What follows belongs to an exercise in optimizing a design on an open flow for small area; a production flow would make more cautious choices. Function was checked by simulation only, so behaviour that the tests miss may differ from the original. Power figures rest on the tool's default switching activity, not on a simulated workload.

// jpeg_header_parser
module jpeg_header_parser (
    input  logic                       clk,
    input  logic                       rst_n,
    input  logic                       byte_valid,
    input  logic [7:0]                 byte_in,
    output logic                       byte_credit,
    output logic [15:0]                img_height,
    output logic [15:0]                img_width,
    output logic [3:0]                 num_components,
    output logic [3*4-1:0] comp_h_samp,      
    output logic [3*4-1:0] comp_v_samp,      
    output logic [3-1:0]   comp_quant_id,    
    output logic                       start_scan,
    input  logic                       qt_rd_table,
    input  logic [5:0]                 qt_rd_index,
    output logic [7:0]                 qt_rd_data
);
For scale: about 1200 flip-flops, about 91 I/O pins, about 33000 um^2 of cells after synthesis.
==> module jpeg_header_parser, before the edit <==
module jpeg_header_parser (
    input  logic                       clk,
    input  logic                       rst_n,
    input  logic                       byte_valid,
    input  logic [7:0]                 byte_in,
    output logic                       byte_credit,
    output logic [15:0]                img_height,
    output logic [15:0]                img_width,
    output logic [3:0]                 num_components,
    output logic [3*4-1:0] comp_h_samp,      
    output logic [3*4-1:0] comp_v_samp,      
    output logic [3-1:0]   comp_quant_id,    
    output logic                       start_scan,
    input  logic                       qt_rd_table,
    input  logic [5:0]                 qt_rd_index,
    output logic [7:0]                 qt_rd_data
);
    localparam int NRING = 16;           
    logic [7:0] fmem [4];
    logic [2:0] wr_ptr, rd_ptr;      
    logic       avail, pop;
    logic [7:0] b;
    assign avail       = (wr_ptr != rd_ptr);
    assign b           = fmem[rd_ptr[1:0]];
    assign byte_credit = pop;
    always_ff @(posedge clk) begin
        if (byte_valid)
            fmem[wr_ptr[1:0]] <= byte_in;
    end
    always_ff @(posedge clk or negedge rst_n) begin
        if (!rst_n) begin
            wr_ptr <= '0;
            rd_ptr <= '0;
        end else begin
            if (byte_valid)
                wr_ptr <= wr_ptr + 3'd1;
            if (pop)
                rd_ptr <= rd_ptr + 3'd1;
        end
    end
    localparam logic [2:0] HUNT = 3'd0, MID = 3'd1, LHI = 3'd2, LLO = 3'd3, BODY = 3'd4;
    localparam logic [1:0] SG_OTH = 2'd0, SG_SOF = 2'd1, SG_DQT = 2'd2, SG_SOS = 2'd3;
    logic [2:0]  fst;
    logic [15:0] rem;            
    logic [1:0]  seg;
    logic [5:0]  cnt;            
    logic        info;           
    logic        keep;           
    logic        tbl;            
    logic        clr;            
    logic [2:0]  m;              
    logic        in_body, last, standalone;
    logic        is_sof, is_dqt;
    logic        do_write, aligned, wr_en;
    assign in_body    = (fst == BODY);
    assign last       = (rem == 16'd3);
    assign standalone = (b == 8'h00) || (b == 8'h01) || (b[7:4] == 4'hD && b[3:0] <= 4'd9);
    assign is_sof     = in_body && (seg == SG_SOF);
    assign is_dqt     = in_body && (seg == SG_DQT);
    assign do_write   = is_dqt && !info && keep;
    assign aligned    = (cnt[2:0] + m == 3'd0);       
    assign pop        = avail && !start_scan && (!do_write || aligned);
    always_ff @(posedge clk or negedge rst_n) begin
        if (!rst_n) begin
            fst        <= HUNT;
            start_scan <= 1'b0;
            clr        <= 1'b1;
            m          <= '0;
        end else begin
            clr <= 1'b0;
            m   <= m - 3'd1;
            if (pop) begin
                case (fst)
                    HUNT: if (b == 8'hFF) fst <= MID;
                    MID: begin
                        if (standalone)       fst <= HUNT;
                        else if (b != 8'hFF)  fst <= LHI;
                    end
                    LHI: fst <= LLO;
                    LLO: fst <= (rem[15:8] != 8'd0 || b > 8'd2) ? BODY : HUNT;
                    default: begin
                        if (last) begin
                            fst <= HUNT;
                            if (seg == SG_SOS)
                                start_scan <= 1'b1;      
                        end
                    end
                endcase
            end
        end
    end
    always_ff @(posedge clk) begin
        if (pop) begin
            case (fst)
                MID: begin
                    case (b)
                        8'hC0: seg <= SG_SOF;
                        8'hDB:  seg <= SG_DQT;
                        8'hDA:  seg <= SG_SOS;
                        default:      seg <= SG_OTH;
                    endcase
                end
                LHI: rem[15:8] <= b;
                LLO: begin
                    rem[7:0] <= b;
                    cnt      <= '0;
                    info     <= 1'b1;
                end
                BODY: begin
                    rem <= rem - 16'd1;
                    if (seg == SG_SOF) begin
                        if (cnt[3:0] != 4'd15)
                            cnt <= cnt + 6'd1;
                    end else if (seg == SG_DQT) begin
                        if (info) begin
                            info <= 1'b0;
                            keep <= (b[3:1] == 3'd0);
                            tbl  <= b[0];
                        end else begin
                            cnt <= cnt + 6'd1;
                            if (cnt == 6'd63)
                                info <= 1'b1;
                        end
                    end
                end
                default: ;
            endcase
        end
    end
    logic [7:0] fb;
    logic       sof_pop;
    assign fb      = clr ? 8'h00 : b;
    assign sof_pop = pop && is_sof;
    always_ff @(posedge clk) begin
        if (clr || (sof_pop && cnt[3:0] == 4'd1)) img_height[15:8] <= fb;
        if (clr || (sof_pop && cnt[3:0] == 4'd2)) img_height[7:0]  <= fb;
        if (clr || (sof_pop && cnt[3:0] == 4'd3)) img_width[15:8]  <= fb;
        if (clr || (sof_pop && cnt[3:0] == 4'd4)) img_width[7:0]   <= fb;
        if (clr || (sof_pop && cnt[3:0] == 4'd5)) num_components   <= fb[3:0];
        for (int c = 0; c < 3; c++) begin
            if (clr || (sof_pop && cnt[3:0] == 4'(7 + 3*c) && num_components > 4'(c))) begin
                comp_h_samp[4*c +: 4] <= fb[7:4];
                comp_v_samp[4*c +: 4] <= fb[3:0];
            end
            if (clr || (sof_pop && cnt[3:0] == 4'(8 + 3*c) && num_components > 4'(c)))
                comp_quant_id[c] <= fb[0];
        end
    end
    logic [7:0] ring [NRING][8];
    logic [3:0] wring;
    assign wr_en = pop && do_write;
    assign wring = {tbl, cnt[5:3]};
    always_ff @(posedge clk) begin
        for (int j = 0; j < NRING; j++) begin
            for (int p = 1; p < 8; p++)
                ring[j][p-1] <= ring[j][p];
            ring[j][7] <= (wr_en && wring == 4'(j)) ? b : ring[j][0];
        end
    end
    logic [7:0]      lsel;
    logic [15:0]     hsel;
    logic [127:0]    rsel;
    logic [1023:0]   rflat;
    logic [7:0]      rdata;
    always_comb begin
        for (int p = 0; p < 8; p++)
            lsel[p] = (qt_rd_index[2:0] == 3'(p) - m);
        hsel = '0;
        hsel[{qt_rd_table, qt_rd_index[5:3]}] = 1'b1;
        for (int j = 0; j < NRING; j++)
            for (int p = 0; p < 8; p++) begin
                rsel[8*j+p]          = hsel[j] & lsel[p];
                rflat[8*(8*j+p) +: 8] = ring[j][p];
            end
    end
    qt_rd_mux qt_rd_mux_inst (.ring(rflat), .rsel, .qt_rd_data(rdata));
    always_ff @(posedge clk) qt_rd_data <= rdata;
endmodule
export LEC_CHECK = 0
export CAP_MARGIN = 20
export CORE_MARGIN = 2
export CORE_UTILIZATION = 65
export GPL_TIMING_DRIVEN = 0
export PLACE_DENSITY = 0.78
export SLEW_MARGIN = 20
export SYNTH_HIERARCHICAL = 1
create_clock -name core_clock -period 5.0 [get_ports {clk}]
standard.sh (not shown) runs the stock make flow with config.mk's settings and CLKGATE_MAP_FILE= SYNTH_SCRIPT=/design/flow/synth_recipe.tcl, a recipe that flattens the netlist after the stock synthesis.
==> flow/flow/run.sh <==
#!/bin/bash
# Standard layout with three changes: port buffers use the smallest buffer,
# and the clock tree uses clkbuf_8 in clusters of 18 sinks without dummy loads.
set -euo pipefail
export BUFFER_PORTS_ARGS="-buffer_cell sky130_fd_sc_hd__buf_1"
export CTS_ARGS="-sink_clustering_enable -repair_clock_nets -buf_list sky130_fd_sc_hd__clkbuf_8 -sink_clustering_size 18 -sink_clustering_max_diameter 50 -dont_use_dummy_load"
bash standard.sh > standard.log 2>&1
Rerun with:
--- a/flow/design.v
+++ b/flow/design.v
@@ -106,13 +106,14 @@
     localparam int NRING = 16;           
     logic [7:0] fmem [4];
-    logic [2:0] wr_ptr, rd_ptr;      
+    logic [1:0] wr_ptr, rd_ptr;
+    logic [2:0] fcount;
     logic       avail, pop;
     logic [7:0] b;
-    assign avail       = (wr_ptr != rd_ptr);
-    assign b           = fmem[rd_ptr[1:0]];
+    assign avail       = (fcount != 3'd0);
+    assign b           = fmem[rd_ptr];
     assign byte_credit = pop;
     always_ff @(posedge clk) begin
         if (byte_valid)
-            fmem[wr_ptr[1:0]] <= byte_in;
+            fmem[wr_ptr] <= byte_in;
     end
     always_ff @(posedge clk or negedge rst_n) begin
@@ -120,9 +121,11 @@
             wr_ptr <= '0;
             rd_ptr <= '0;
+            fcount <= '0;
         end else begin
             if (byte_valid)
-                wr_ptr <= wr_ptr + 3'd1;
+                wr_ptr <= wr_ptr + 2'd1;
             if (pop)
-                rd_ptr <= rd_ptr + 3'd1;
+                rd_ptr <= rd_ptr + 2'd1;
+            fcount <= fcount + {2'b00, byte_valid} - {2'b00, pop};
         end
     end
- maximum frequency shrinks slightly
- final cell count falls by a few percent
- core utilization is about the same
- combinational power went down by about a fifth
- power decreases by a few percent
- final area barely changes
- synthesized cell count went down by a little under a tenth
- worst setup slack gets worse by 0.087 ns
- worst hold slack is better by 0.021 ns
- wire length came out lower by a few percent
- critical path depth shrinks by 3

afterwards: timing with drivers on the ports:
How much do the figures lean on ideal ports? The routed layouts below were timed once more, with nothing changed but the port constraints. Step 1, drivers: a clkbuf_16 drives clk and a buf_2 each remaining input, both assumed. Step 2 also shifts input and output timing later by t, the mid clock arrival at the registers, as if the neighbouring blocks saw the same clock. Slacks: no drivers / after step 1 / after step 2; pairs: no drivers / after step 1.
run | t, ns | setup slack, ns | hold WS [ns] | worst setup path at the end | worst slew at a driven data input, ns
the first run | 0.731 | 0.363 / 0.363 / -0.266 | 0.288 / 0.288 / 0.288 | input to register | 0.12
the second run | 0.719 | 0.275 / 0.275 / -0.428 | 0.308 / 0.308 / 0.308 | input to register | 0.10
With both steps, setup timing fails in the first run and the second run, where it was met with ideal ports. The setup slack of the second run, which loses most, moves by 0.000 ns with the drivers and by -0.703 ns with both steps.
